Background: an optimization exercise with open tools, aiming at small area. Do not read the settings as production practice.
Only simulation tests tie the RTL to the original design; equivalence was not proved.
Power figures rest on the tool's default switching activity, not on a simulated workload.

<file path="flow/flow/run.sh">
#!/bin/bash
# Standard ORFS layout (the standard.sh, synthesis included) with these
# knobs changed:
#  - before floorplan, combinational cells are put back to drive 1
#    (flow/downsize.tcl); repair sizes up where needed;
#  - after placement repair, buffers go back to buf_1 and repair_design
#    runs again (flow/shrink_buffers.tcl);
#  - port buffers use the small sky130_fd_sc_hd__buf_1 (repair may upsize);
#  - CTS inserts no dummy loads, and clusters up to 28 sinks per
#    clkbuf_16 leaf buffer.
set -euo pipefail
export PRE_FLOORPLAN_TCL="$PWD/flow/downsize.tcl"
export POST_RESIZE_TCL="$PWD/flow/shrink_buffers.tcl"
export BUFFER_PORTS_ARGS="-buffer_cell sky130_fd_sc_hd__buf_1"
export CTS_ARGS="-sink_clustering_enable -repair_clock_nets -dont_use_dummy_load -buf_list sky130_fd_sc_hd__clkbuf_16 -root_buf sky130_fd_sc_hd__clkbuf_16 -sink_clustering_size 28 -sink_clustering_max_diameter 120"
bash standard.sh > standard_flow.log 2>&1
</file>
<file path="flow/flow/downsize.tcl">
# Before floorplan: put every combinational cell that synthesis sized up
# back to its drive-1 variant (same function); the later repair steps size
# up again only where slew, capacitance or timing need it.
set db [ord::get_db]
set block [ord::get_db_block]
set n 0
foreach inst [$block getInsts] {
  set name [[$inst getMaster] getName]
  if { ![regexp {^(sky130_fd_sc_hd__[a-z0-9]+)_([0-9]+)$} $name -> base drive] } {
    continue
  }
  if { $drive <= 1 } {
    continue
  }
  if { [regexp {df|dl|buf|inv|conb|tap|fill|decap} $base] } {
    continue
  }
  set m1 [$db findMaster ${base}_1]
  if { $m1 ne "NULL" && $m1 ne "" } {
    $inst swapMaster $m1
    incr n
  }
}
puts "downsize.tcl: $n instances set to drive 1"
</file>
<file path="flow/flow/shrink_buffers.tcl">
# After placement repair: set the buffers that repair inserted back to
# sky130_fd_sc_hd__buf_1, then let repair_design size up or buffer again
# only where slew, capacitance or fanout need it.
set db [ord::get_db]
set block [ord::get_db_block]
set buf1 [$db findMaster sky130_fd_sc_hd__buf_1]
set n 0
foreach inst [$block getInsts] {
  set name [[$inst getMaster] getName]
  if { [regexp {^sky130_fd_sc_hd__buf_([0-9]+)$} $name -> drive] && $drive > 1 } {
    $inst swapMaster $buf1
    incr n
  }
}
puts "shrink_buffers.tcl: $n buffers set to buf_1"
estimate_parasitics -placement
repair_design -slew_margin 20 -cap_margin 20 -verbose
</file>
<file path="flow/standard.sh">
#!/bin/bash
# synth_recipe.tcl (not shown) runs the flow's synth.tcl, then flattens the netlist and writes it again
# the make line also repeats each setting of config.mk as NAME=value (left out here)
make -C /OpenROAD-flow-scripts/flow DESIGN_CONFIG=/design/flow/config.mk WORK_HOME=/design/flow/orfs CLKGATE_MAP_FILE= SYNTH_SCRIPT=/design/flow/synth_recipe.tcl "${@:-finish}"
</file>
<file path="flow/config.mk">
export PLATFORM = sky130hd
export DESIGN_NAME = data_mem_responder
export DESIGN_NICKNAME = data_mem_responder
export VERILOG_FILES = /design/flow/design.v
export SDC_FILE = /design/flow/constraint.sdc
export NUM_CORES = 4
export LEC_CHECK = 0
export CAP_MARGIN = 20
export CORE_MARGIN = 2
export CORE_UTILIZATION = 40
export PLACE_DENSITY = 0.75
export SLEW_MARGIN = 20
export SYNTH_HIERARCHICAL = 1
</file>
<file path="flow/constraint.sdc">
create_clock -name core_clock -period 6.0 [get_ports {clk}]
set_input_delay 1.2000 -clock core_clock [delete_from_list [all_inputs] [get_ports {clk}]]
set_output_delay 1.2000 -clock core_clock [all_outputs]
set_load 0.01 [all_outputs]
</file>
<file path="flow/design.v">
package dmem_pkg;
    localparam int DMEM_DEPTH = 32;
    localparam int DMEM_IDX_W = 5;
endpackage
module dmem_array
#(
    parameter int DATA_W = 32,
    parameter int DEPTH  = dmem_pkg::DMEM_DEPTH,
    parameter int IDX_W  = dmem_pkg::DMEM_IDX_W
) (
    input  logic              clk,
    input  logic              i_clr,
    input  logic              i_kill,
    input  logic [IDX_W-1:0]  i_kaddr,
    input  logic              i_set,
    input  logic [DATA_W-1:0] i_sdata,
    input  logic [3:0]        i_rlo,
    input  logic [DEPTH/4-1:0] i_rhi,
    input  logic              i_show,
    output logic [DATA_W-1:0] o_rdata,
    output logic              o_zero
);
    logic                         r_par;
    logic [DEPTH-1:0][DATA_W-1:0] r_bits;
    logic [DEPTH-1:0][DATA_W-1:0] w_next;
    logic [DEPTH-1:0]             w_row_r;
    logic [DEPTH-1:0]             w_rsel_n;
    logic [DATA_W-1:0]            w_col_d;
    logic [DATA_W-1:0]            w_col_z;
    logic                         w_show0_n;
    logic                         w_show1_n;
    always_ff @(posedge clk) begin
        r_par <= ~r_par & ~i_clr;
    end
    always_comb begin
        for (int i = 0; i < DEPTH; i++) begin
            w_rsel_n[i] = ~(i_rlo[i % 4] & i_rhi[i / 4]);
            w_row_r[i]  = i_clr | (i_kill & (i_kaddr == IDX_W'(i))) |
                          (i_set & ~w_rsel_n[i]);
        end
    end
    assign w_col_d = {DATA_W{i_clr | i_kill}} | (i_sdata ^ {DATA_W{r_par}});
    for (genvar i = 0; i < DEPTH; i++) begin : g_row
        for (genvar j = 0; j < DATA_W; j++) begin : g_bit
            dmem_cell_nx u_nx (
                .i_r (w_row_r[i]),
                .i_c (w_col_d[j]),
                .i_s (r_bits[i][j]),
                .o_y (w_next[i][j])
            );
        end
    end
    always_ff @(posedge clk) begin
        r_bits <= w_next;
    end
    assign w_show0_n = ~(i_show & ~r_par);
    assign w_show1_n = ~(i_show & r_par);
    for (genvar j = 0; j < DATA_W; j++) begin : g_col
        logic [DEPTH-1:0] w_col_s;
        for (genvar i = 0; i < DEPTH; i++) begin : g_s
            assign w_col_s[i] = r_bits[i][j];
        end
        dmem_rd_col #(.DEPTH(DEPTH)) u_col (
            .i_sel_n   (w_rsel_n),
            .i_s       (w_col_s),
            .i_show0_n (w_show0_n),
            .i_show1_n (w_show1_n),
            .o_z       (w_col_z[j]),
            .o_q       (o_rdata[j])
        );
    end
    assign o_zero = r_par ? ~(|w_col_z) : (&w_col_z);
endmodule
module dmem_cell_nx (
    input  logic i_r,
    input  logic i_c,
    input  logic i_s,
    output logic o_y
);
    assign o_y = ~((i_r & i_c) | i_s);
endmodule
module dmem_rd_col
#(
    parameter int DEPTH = dmem_pkg::DMEM_DEPTH
) (
    input  logic [DEPTH-1:0] i_sel_n,
    input  logic [DEPTH-1:0] i_s,
    input  logic             i_show0_n,
    input  logic             i_show1_n,
    output logic             o_z,
    output logic             o_q
);
    logic [DEPTH/2-1:0] w_pz;
    for (genvar k = 0; k < DEPTH / 2; k++) begin : g_pair
        dmem_rd_pair u_pair (
            .i_sel_n0 (i_sel_n[2*k]),
            .i_s0     (i_s[2*k]),
            .i_sel_n1 (i_sel_n[2*k+1]),
            .i_s1     (i_s[2*k+1]),
            .o_z      (w_pz[k])
        );
    end
    assign o_z = |w_pz;
    dmem_rd_out u_out (
        .i_z       (o_z),
        .i_show0_n (i_show0_n),
        .i_show1_n (i_show1_n),
        .o_q       (o_q)
    );
endmodule
module dmem_rd_pair (
    input  logic i_sel_n0,
    input  logic i_s0,
    input  logic i_sel_n1,
    input  logic i_s1,
    output logic o_z
);
    assign o_z = ~((i_sel_n0 | i_s0) & (i_sel_n1 | i_s1));
endmodule
module dmem_rd_out (
    input  logic i_z,
    input  logic i_show0_n,
    input  logic i_show1_n,
    output logic o_q
);
    assign o_q = ~(i_z ? i_show1_n : i_show0_n);
endmodule
module data_mem_responder
#(
    parameter int DATA_W = 32,
    parameter int ADDR_W = 10,
    parameter int DEPTH  = dmem_pkg::DMEM_DEPTH
) (
    input  logic              clk,
    input  logic              reset,
    input  logic              req_valid,
    output logic              req_ready,
    input  logic              req_write,
    input  logic [ADDR_W-1:0] req_addr,
    input  logic [DATA_W-1:0] req_wdata,
    output logic              resp_valid,
    input  logic              resp_ready,
    output logic [DATA_W-1:0] resp_rdata,
    output logic              resp_err,
    output logic              resp_zero
);
    localparam int IDX_W = dmem_pkg::DMEM_IDX_W;
    logic               r_wait;
    logic               r_resp;
    logic [3:0]         r_rlo;
    logic [DEPTH/4-1:0] r_rhi;
    logic               r_load;
    logic               r_err;
    logic               r_zero;
    logic [DATA_W-1:0]  r_wdata;
    logic               w_idle;
    logic               w_accept;
    logic               w_in_range;
    logic               w_mem_we;
    logic               w_mem_zero;
    assign w_idle     = ~r_wait & ~r_resp;
    assign w_accept   = req_valid & w_idle;
    assign w_in_range = (req_addr[ADDR_W-1:IDX_W] == '0);
    assign w_mem_we   = w_accept & req_write & w_in_range;
    dmem_array #(
        .DATA_W (DATA_W),
        .DEPTH  (DEPTH),
        .IDX_W  (IDX_W)
    ) u_array (
        .clk     (clk),
        .i_clr   (reset),
        .i_kill  (w_mem_we),
        .i_kaddr (req_addr[IDX_W-1:0]),
        .i_set   (r_wait & ~r_load & ~r_err),
        .i_sdata (r_wdata),
        .i_rlo   (r_rlo),
        .i_rhi   (r_rhi),
        .i_show  (r_resp & r_load),
        .o_rdata (resp_rdata),
        .o_zero  (w_mem_zero)
    );
    always_ff @(posedge clk) begin
        if (reset) begin
            r_wait <= 1'b0;
            r_resp <= 1'b0;
        end else begin
            r_wait <= w_accept;
            r_resp <= r_wait | (r_resp & ~resp_ready);
        end
    end
    always_ff @(posedge clk) begin
        if (w_idle) begin
            for (int k = 0; k < 4; k++)
                r_rlo[k] <= (req_addr[1:0] == 2'(k));
            for (int k = 0; k < DEPTH / 4; k++)
                r_rhi[k] <= (req_addr[IDX_W-1:2] == (IDX_W-2)'(k));
            r_load <= ~req_write & w_in_range;
            r_err  <= ~w_in_range;
        end
    end
    always_ff @(posedge clk) begin
        r_wdata <= req_wdata;
    end
    always_ff @(posedge clk) begin
        r_zero <= ~r_load | w_mem_zero;
    end
    assign req_ready  = w_idle;
    assign resp_valid = r_resp;
    assign resp_err   = r_resp & r_err;
    assign resp_zero  = r_resp & r_zero;
endmodule
</file>
==> reports/metrics.csv <==
metric,value,unit
run_status,"complete, but fails checks",
violations,setup timing,
crit_fanout,13,
rows,104,
port_buffers,82,
multi_input_area,11000,um^2
hold_buffers,0,
die_w,290,um
drive_gt1_share,5.58,%
pwr-share-seq,61.1,%
die_h,290,um
slew_violations,0,
final_cells,4361,
dp_hpwl,69.6,mm
switching_share,28.2,%
cts_tree,built,
htree_num_levels,2,
post-cts-setup-buffers,0,
hold_ws,0.409,ns
max_cap_violations,0,
grt_max_degree,37,
gp_congestion,0.913,
yosysWarningCount,8,
hold_class,register to register,
leakagePower,13.9,nW
numCtsBuffers,44,
r2r_cells,11,
final_area,37000,um^2
end_kind,output port,
ant_nets,0,
postSynthCellCount,3047,
post-route-min-period,6.02,ns
initial_utilization,40.5,%
drt_drc_violations_left,0,
power_density,383,nW/um^2
drt_first_pass_iters,6,
grt_pass1_vias,25600,
required,4.80,ns
cts-root-buf,clkbuf_16,
vias_per_cell,6.29,
switching_power,4.00,mW
wl,105,mm
path_clk_slew,0.11,ns
routedWlPerCell,24.0,um
num_io_pins,83,
finalSetupViolCount,1,
track_usage,23.7,%
crit_type,register to output port,
post_cts_resized,0,
rrSetupSlack,0.61,ns
hold_path_startpoint,u_array.r_bits[305],
regArea,21600,um^2
via_count,27400,
reg2reg_to,r_zero,
fillerInstances,7399,
drt-initial-drc-count,3842,
cts.sinks,1074,
hold_viol,0,
grt_pass1_wl,157,mm
r2r_start,r_rlo[2],
whs_path_depth,1,
rsz0062_at_grt,no,
tns,-0.0176,ns
clkPwrFrac,24.2,%
max_freq,166,MHz
clkLatencyLatePin,0.62,ns
startpoint_type,register,
place_area,35900,um^2
dp_cells,4314,
synth_fp_nets,3094,
hold_end,u_array.r_bits[305],
finalClockSkew,0.0508,ns
power_frac_comb,14.7,%
design.core.area,80800,um^2
maxSlewHeadroom,12.0,%
fin_crit_sh,100,%
antenna_found_initial,5,
nets,3347,
finish.utilization,45.8,%
fin_ws,-0.0176,ns
overflow,0,
peakVddDrop,0.183,mV
cp.arrival,4.82,ns
clk_path_buf_depth,3,
max_slew.worst_pin.slew,1.31,ns
die-area,84100,um^2
intPower,10.2,mW
[how the worst max path moves through the flow]
| stage | end | start | slack, ns |
|---|---|---|---|
| 6_report | resp_rdata[3] | r_rlo[3] | -0.02 |
| 5_1_grt | resp_rdata[3] | r_rlo[3] | 0.0006 |
| 4_1_cts | resp_rdata[22] | r_rlo[0] | 0.18 |
| 3_5_place_dp | u_array.r_bits[68] | req_addr[6] | 0.84 |
| 3_3_place_gp | r_zero | r_rlo[0] | 1.20 |
| 2_1_floorplan | u_array.r_bits[896] | req_addr[6] | 1.55 |
[sequential cells by signal, indices dropped and copies added (netlist names)]
signal and flops:
u_array.r_par 1, u_array.r_bits 1024, r_wait 1, r_rhi 8, r_rlo 4, r_zero 1, r_wdata 32, r_err 1
r_resp 1, r_load 1
[worst max-delay path, cell delays in order, from the launching register on]
cell      delay [ns]
edfxtp_1        0.57
nand2_1         0.53
buf_1           0.54
buf_1           0.61
o22ai_1         0.16
nor4_1          0.79
nand4_1         0.52
mux2i_1         0.29
buf_1           0.18
[per-layer routing]
layer  GRT usage, %  part of all wire, %
met4           9.16                  4.0
met2           35.2                   42
met1           33.2                   42
met3           5.69                   12
met5              0                0.049
[area by class of cell]
cell class	instances	share of cell area (%)
tap	1060	3.58
clock buffer	44	2.97
multi-input combinational	1943	29.8
antenna	3	0.0203
inverter	1	0.0101
sequential	1074	58.4
timing repair buffer	236	5.18
[metrics by stage]
step | worst slack [ns] | power [mW]
global route | 0.000648 | 14.6
detailed placement | 0.836 | 10.8
finish | -0.0176 | 14.2
global placement | 1.20 | 10.6
CTS | 0.178 | 14.1
floorplan | 1.55 | 9.83
[cells in the final DEF (no fill, tap or decap), types with 3 or more instances in the layout]
cell       count
o22ai_1      512
clkbuf_16     44
xnor2_1       32
buf_1        105
buf_12        17
buf_16        25
buf_6          3
nor4_1       133
nand2_1       71
nor3b_1        3
dfxtp_1     1059
mux2i_1       32
diode_2        3
a221o_1       25
a21oi_1     1032
nand3_1        5
o21ai_4        3
nor2b_1        6
and3_1         5
nand2b_1       6
nand4_1       39
edfxtp_1      14
and2_1         9
nor2_1         9
clkbuf_2      83
nor3_1         5
buf_8          3
[power groups by stage]
stage / registers [mW] / clock network (mW) / logic (mW)
floorplan: 8.65 / 0 / 1.17
global placement: 8.76 / 0 / 1.85
detailed placement: 8.78 / 0 / 2.00
CTS: 8.63 / 3.43 / 1.99
global route: 8.76 / 3.68 / 2.19
finish: 8.66 / 3.42 / 2.09

## afterwards: timing with drivers on the ports
In the flow no input, the clock included, has a driving cell. The finished layout below was timed again as built, in two steps. Step 1, drivers: a clkbuf_16 drives clk and a buf_2 each remaining input, both assumed. Step 2 moves the port delays by t, midway between the first and last clock arrival at a register: inputs arrive t later, outputs are due t later. That takes back most of the time a late clock gives input paths. Three values: no drivers, after step 1, after step 2; two values: the first two.
shift t [ns]: 0.661
setup WS [ns]: -0.018 / -0.080 / 0.581
worst hold slack (ns): 0.409 / 0.409 / 0.409
pins driven straight from the clock port: 1
The setup slack of this run moves by -0.062 ns with the drivers and by +0.599 ns with both steps.
